Context: an optimization exercise on an open-source flow, tuned for small area. The choices shown serve that exercise and are no tape-out recipe.
In this exercise RTL edits were held to simulation tests only and were not proved equivalent to the original.
Power is estimated from default activity; no workload was simulated.

== fjord ==
## touchpad_packet_finger_tracker
module touchpad_packet_finger_tracker (
  input  logic                               clk_i,
  input  logic                               rst_ni,
  input  logic                               s_axis_tvalid_i,
  output logic                               s_axis_tready_o,
  input  logic [tpft_pkg::IN_TDATA_W-1:0]    s_axis_tdata_i,
  output logic                               m_axis_tvalid_o,
  input  logic                               m_axis_tready_i,
  output logic [tpft_pkg::OUT_TDATA_W-1:0]   m_axis_tdata_o,
  output logic [1:0]                         m_axis_tuser_o,
  output logic                               m_axis_tlast_o,
  input  logic                               psel,
  input  logic                               penable,
  input  logic                               pwrite,
  input  logic [tpft_pkg::APB_ADDR_W-1:0]    paddr,
  input  logic [tpft_pkg::APB_DATA_W-1:0]    pwdata,
  output logic [tpft_pkg::APB_DATA_W-1:0]    prdata,
  output logic                               pready
);
Size in the first run: about 960 cells after synthesis, ~350 flip-flops, ~170 I/O pins, ~0.015 mm2 of cells after synthesis.
==> flow/config.mk <==
export PLATFORM = sky130hd
export DESIGN_NAME = touchpad_packet_finger_tracker
export DESIGN_NICKNAME = touchpad_packet_finger_tracker
export VERILOG_FILES = /design/flow/design.v
export SDC_FILE = /design/flow/constraint.sdc
export NUM_CORES = 4
export LEC_CHECK = 0
export CAP_MARGIN = 20
export CORE_MARGIN = 2
export CORE_UTILIZATION = 65
export CTS_BUF_LIST = sky130_fd_sc_hd__clkbuf_8
export CTS_CLUSTER_DIAMETER = 60
export CTS_CLUSTER_SIZE = 16
export SLEW_MARGIN = 20
==> flow/constraint.sdc <==
create_clock -name core_clock -period 8.0 [get_ports {clk_i}]
set_input_delay 1.6000 -clock core_clock [delete_from_list [all_inputs] [get_ports {clk_i}]]
set_output_delay 1.6000 -clock core_clock [all_outputs]
set_load 0.01 [all_outputs]
standard.sh (not shown) runs the stock make flow with config.mk's settings and CLKGATE_MAP_FILE= SYNTH_SCRIPT=/design/flow/synth_recipe.tcl, a recipe that flattens the netlist after the stock synthesis.
==> flow/flow/run.sh <==
#!/bin/bash
# Standard layout, with the port buffers made from the smallest buffer cell,
# the synthesis buffers removed and non-critical cells sized down after routing.
set -euo pipefail
export BUFFER_PORTS_ARGS="-buffer_cell sky130_fd_sc_hd__buf_1"
export REMOVE_ABC_BUFFERS=1
export RECOVER_POWER=100
bash standard.sh > standard.log 2>&1
[flow] fjord | stages: complete | final checks: fail | reason: capacitance limit, slew limit
The inputs of nickel differ from those of fjord as listed below.
- CTS_BUF_LIST changed from sky130_fd_sc_hd__clkbuf_8 to sky130_fd_sc_hd__clkbuf_16
- CTS_CLUSTER_DIAMETER changed from 60 to 80
- CTS_CLUSTER_SIZE changed from 16 to 30
==> flow/run.sh (new file) <==
#!/bin/bash
# synth_recipe.tcl (not shown) runs the flow's synth.tcl, then flattens the netlist and writes it again
# the make line also repeats each setting of config.mk as NAME=value (left out here)
make -C /OpenROAD-flow-scripts/flow DESIGN_CONFIG=/design/flow/config.mk WORK_HOME=/design/flow/orfs CLKGATE_MAP_FILE= SYNTH_SCRIPT=/design/flow/synth_recipe.tcl finish
removed: flow/flow/run.sh
removed: flow/standard.sh
In summary, nickel completed successfully, with a layout that passed the timing, DRC and antenna checks.
Sum of negative setup slack came out exactly the same in nickel and fjord.
[compare] base=fjord new=nickel: combinational share of power went up 1.9 points; sequential fraction of total cell area decreased 3.7 points; remaining max-slew budget at the tightest pin increased 210 points; final weighted congestion in routability-driven placement lower.
Compared to fjord, nickel has via count about 0.9% higher.
Of nickel and fjord, it is nickel that has the lower max capacitance violation total.
nickel vs. fjord: adder and majority cell fraction of the synthesized area now sits at about the same level; static power due to leakage now sits higher.
Edits applied to the flow inputs when going from nickel to raven:
- CTS_CLUSTER_DIAMETER now 60, was 80
- CTS_CLUSTER_SIZE now 16, was 30
- CTS_BUF_LIST now sky130_fd_sc_hd__clkbuf_8, was sky130_fd_sc_hd__clkbuf_16
==> flow/flow/run.sh (new file) <==
#!/bin/bash
# Standard layout, with the port buffers made from the smallest buffer cell.
set -euo pipefail
export BUFFER_PORTS_ARGS="-buffer_cell sky130_fd_sc_hd__buf_1"
bash standard.sh > standard.log 2>&1
==> flow/standard.sh (new file) <==
#!/bin/bash
# synth_recipe.tcl (not shown) runs the flow's synth.tcl, then flattens the netlist and writes it again
# the make line also repeats each setting of config.mk as NAME=value (left out here)
make -C /OpenROAD-flow-scripts/flow DESIGN_CONFIG=/design/flow/config.mk WORK_HOME=/design/flow/orfs CLKGATE_MAP_FILE= SYNTH_SCRIPT=/design/flow/synth_recipe.tcl "${@:-finish}"
removed: flow/run.sh
Results
Comparing global-route wire length before repair for nickel and raven, the smaller number came from raven. Post-route standard cell area excluding fillers for raven is lower than for nickel. raven vs. nickel: internal reg-to-reg setup slack saw little to no change, placement-stage worst setup slack rose by 0.024 ns, placement-stage cell area shows a reduction of about 5%, sequential group power held. The part of the power in the clock network in raven was higher than what nickel gave. raven has iteration-0 DRC count of the detailed router below what nickel had. From raven to nickel, mean instance size in the synthesized netlist did not move at all. nickel has a higher relative contribution of combinational cells to total power than raven.
For onyx, these inputs were changed with respect to raven:
==> flow/flow/run.sh <==
#!/bin/bash
# Standard layout, with the port buffers made from the smallest buffer cell,
# and the synthesis buffers removed.
set -euo pipefail
export BUFFER_PORTS_ARGS="-buffer_cell sky130_fd_sc_hd__buf_1"
export REMOVE_ABC_BUFFERS=1
bash standard.sh > standard.log 2>&1
[summary]
Between raven and onyx, required time of the critical path is lower for onyx, raven comes in above that.
Any difference in met2 routed wirelength between onyx and raven is small enough to ignore.
Compared with raven, onyx shows detailed router's first-iteration violation count lower by 99.
When onyx is measured against raven, its clock-cell share of area turns out 0.77 points lower.
Clock period minus worst slack was higher in the run labelled onyx.
Comparing raven against onyx, there is no change at all in number of storage elements in the synthesis netlist.
Clock network power consumption shrinks by more than 10% when moving from raven to onyx.
For yarrow, these inputs were changed with respect to onyx:
==> flow/run.sh (new file) <==
#!/bin/bash
# synth_recipe.tcl (not shown) runs the flow's synth.tcl, then flattens the netlist and writes it again
# the make line also repeats each setting of config.mk as NAME=value (left out here)
make -C /OpenROAD-flow-scripts/flow DESIGN_CONFIG=/design/flow/config.mk WORK_HOME=/design/flow/orfs CLKGATE_MAP_FILE= SYNTH_SCRIPT=/design/flow/synth_recipe.tcl finish
removed: flow/flow/run.sh
removed: flow/standard.sh
- Across both runs, global-route wire length before repair was higher for yarrow than for onyx.
- Global-route usage over all layers was higher in the run labelled yarrow.
- Setup slack: yarrow more than onyx
- Compared yarrow against onyx; routed metal-1 wirelength within noise.
- Summary of the comparison: share of final-layout standard cells stronger than drive strength 1 is higher in yarrow, relative to onyx.
- Looking only at area overhead of the layout relative to synthesis, and setting everything else aside, the lower value of yarrow and onyx goes to onyx.
- Total length of routed wires: yarrow worse than onyx
- Of yarrow and onyx, onyx shows the lower setup slack at placement, with yarrow above it.
- yarrow and onyx ended up with nearly the same clock insertion delay at the later pin of the skew report.
- Final weighted congestion of routability-driven global placement, yarrow and onyx, lower one = yarrow.

========
north:
Another version of the RTL of touchpad_packet_finger_tracker (not shown whole).
Size in the first run: ~930 cells after synthesis, roughly 340 flip-flops, about 170 I/O pins.
Settings: LEC_CHECK=0, CAP_MARGIN=20, CORE_MARGIN=2, CORE_UTILIZATION=65, CTS_BUF_LIST=sky130_fd_sc_hd__clkbuf_8, CTS_CLUSTER_DIAMETER=60, CTS_CLUSTER_SIZE=16, SLEW_MARGIN=20; clock period 8.0 ns.
==> flow/flow/run.sh <==
#!/bin/bash
# Standard layout, with the port buffers made from the smallest buffer cell,
# the synthesis buffers removed, and a clock tree without dummy loads.
set -euo pipefail
export BUFFER_PORTS_ARGS="-buffer_cell sky130_fd_sc_hd__buf_1"
export REMOVE_ABC_BUFFERS=1
export CTS_ARGS="-sink_clustering_enable -repair_clock_nets -sink_clustering_size 20 -sink_clustering_max_diameter 70 -buf_list sky130_fd_sc_hd__clkbuf_8 -dont_use_dummy_load"
bash standard.sh > standard.log 2>&1
Relative to north, the following input files were edited for south:
==> flow/flow/run.sh <==
#!/bin/bash
# Standard layout, with the port buffers made from the smallest buffer cell,
# and the synthesis buffers removed.
set -euo pipefail
export BUFFER_PORTS_ARGS="-buffer_cell sky130_fd_sc_hd__buf_1"
export REMOVE_ABC_BUFFERS=1
bash standard.sh > standard.log 2>&1
==> comparison <==
- south | status: complete | timing, DRC, antenna: pass
- Total design power is higher on south
- Worst hold slack, south and north: smaller value in north
- Diff north -> south: arrival time at the worst endpoint neither gained nor lost much; combinational share of power has decreased; multi-input gate share of the layout cell area went down 0.36 points.
- When south is set beside north, its number of filler instances in the final layout turns out to be about 2.2% smaller.
- Against north, south comes in 140 um higher on detailed-routing wirelength on met1.
- Summary of south over north: final routed wirelength across all metal layers saw little to no change; final routed wire length divided by cell count went down; relative contribution of sequential cells to total power shrank by 2.4 points.
Relative to south, the following input files were edited for east:
- CORE_UTILIZATION now 75, was 65
- CTS_CLUSTER_DIAMETER no longer set, was 60
- CTS_CLUSTER_SIZE no longer set, was 16
- CTS_BUF_LIST no longer set, was sky130_fd_sc_hd__clkbuf_8
- ABC_AREA now 1, previously not set
==> flow/flow/run.sh <==
#!/bin/bash
# Standard layout, with the port buffers made from the smallest buffer cell,
# the synthesis buffers removed, one tie cell per constant, and a clock tree
# without dummy loads.
set -euo pipefail
export BUFFER_PORTS_ARGS="-buffer_cell sky130_fd_sc_hd__buf_1"
export REMOVE_ABC_BUFFERS=1
export SKIP_REPAIR_TIE_FANOUT=1
export CTS_ARGS="-sink_clustering_enable -repair_clock_nets -sink_clustering_size 12 -sink_clustering_max_diameter 40 -buf_list sky130_fd_sc_hd__clkbuf_4 -dont_use_dummy_load"
bash standard.sh > standard.log 2>&1
==> comparison <==
Summary of east over south: synthesized area about even; total of plain and repair buffers excluding clock buffers decreased by 3 relative to the old numbers.
Compared with south, east shows a higher setup slack.
Input changes introduced in west (baseline for comparison: east):
- ABC_AREA no longer set, was 1
--- a/flow/flow/run.sh
+++ b/flow/flow/run.sh
@@ -7,4 +7,4 @@
 export REMOVE_ABC_BUFFERS=1
 export SKIP_REPAIR_TIE_FANOUT=1
-export CTS_ARGS="-sink_clustering_enable -repair_clock_nets -sink_clustering_size 12 -sink_clustering_max_diameter 40 -buf_list sky130_fd_sc_hd__clkbuf_4 -dont_use_dummy_load"
+export CTS_ARGS="-sink_clustering_enable -repair_clock_nets -sink_clustering_size 10 -sink_clustering_max_diameter 40 -buf_list sky130_fd_sc_hd__clkbuf_4 -dont_use_dummy_load"
 bash standard.sh > standard.log 2>&1
Findings:
In the flow results for west and east, the clock buffer count from CTS is larger on west.
Relative to east, the mean instance size in the synthesized netlist measured on west has increased by more than a quarter.
Between west and east, the difference in instance area at placement is negligible.
First-pass GRT wire length: lower on west
Adder and majority cell fraction of the synthesized area essentially unchanged between east and west.
Sum of met2 wire segment lengths after detailed routing grows slightly when moving from east to west.
Going from east to west, relative area of non-clock buffer cells in the final design about even, area after synthesis about even, final area about even, shortest clock period the worst path allows after layout rose 0.35 ns.
Global routing met2 resource utilization: west lower than east

-- re-timing with driven ports --
No port has a modelled driver above. Below, the same layouts with a new extraction and two added sets of constraints.
Step 1 sets driving cells, clkbuf_16 on the clock port and buf_2 on the other inputs (assumed; they add their load-dependent delay and slew).
Step 2 adds t to the input delays and takes it off the output delays; t is the mean of the earliest and latest rising clock arrival at the registers after step 1. Input paths then give back, and output paths get back, about the clock's delay inside the block.
Slacks: ideal / step 1 / step 2; pairs: ideal / step 1.
run	t (ns)	setup slack, ns	hold slack, ns	slew at the worst register clock pin (ns)	worst data-port slew with drivers (ns)
fjord	0.611	0.674 / 0.674 / 0.674	0.414 / 0.414 / 0.414	0.10 / 0.10	0.04
nickel	0.544	0.813 / 0.813 / 0.813	0.423 / 0.423 / 0.423	0.11 / 0.11	0.05
raven	0.623	0.816 / 0.816 / 0.816	0.412 / 0.412 / 0.412	0.10 / 0.10	0.04
onyx	0.609	0.693 / 0.693 / 0.693	0.415 / 0.415 / 0.415	0.10 / 0.10	0.04
yarrow	0.613	0.835 / 0.835 / 0.835	0.425 / 0.425 / 0.425	0.10 / 0.10	0.05
north	0.559	0.765 / 0.765 / 0.765	0.365 / 0.365 / 0.365	0.13 / 0.13	0.05
south	0.607	0.789 / 0.789 / 0.789	0.411 / 0.411 / 0.411	0.10 / 0.10	0.05
east	0.640	1.012 / 1.012 / 1.012	0.398 / 0.398 / 0.398	0.12 / 0.12	0.06
west	0.668	0.666 / 0.666 / 0.666	0.385 / 0.385 / 0.385	0.11 / 0.11	0.06
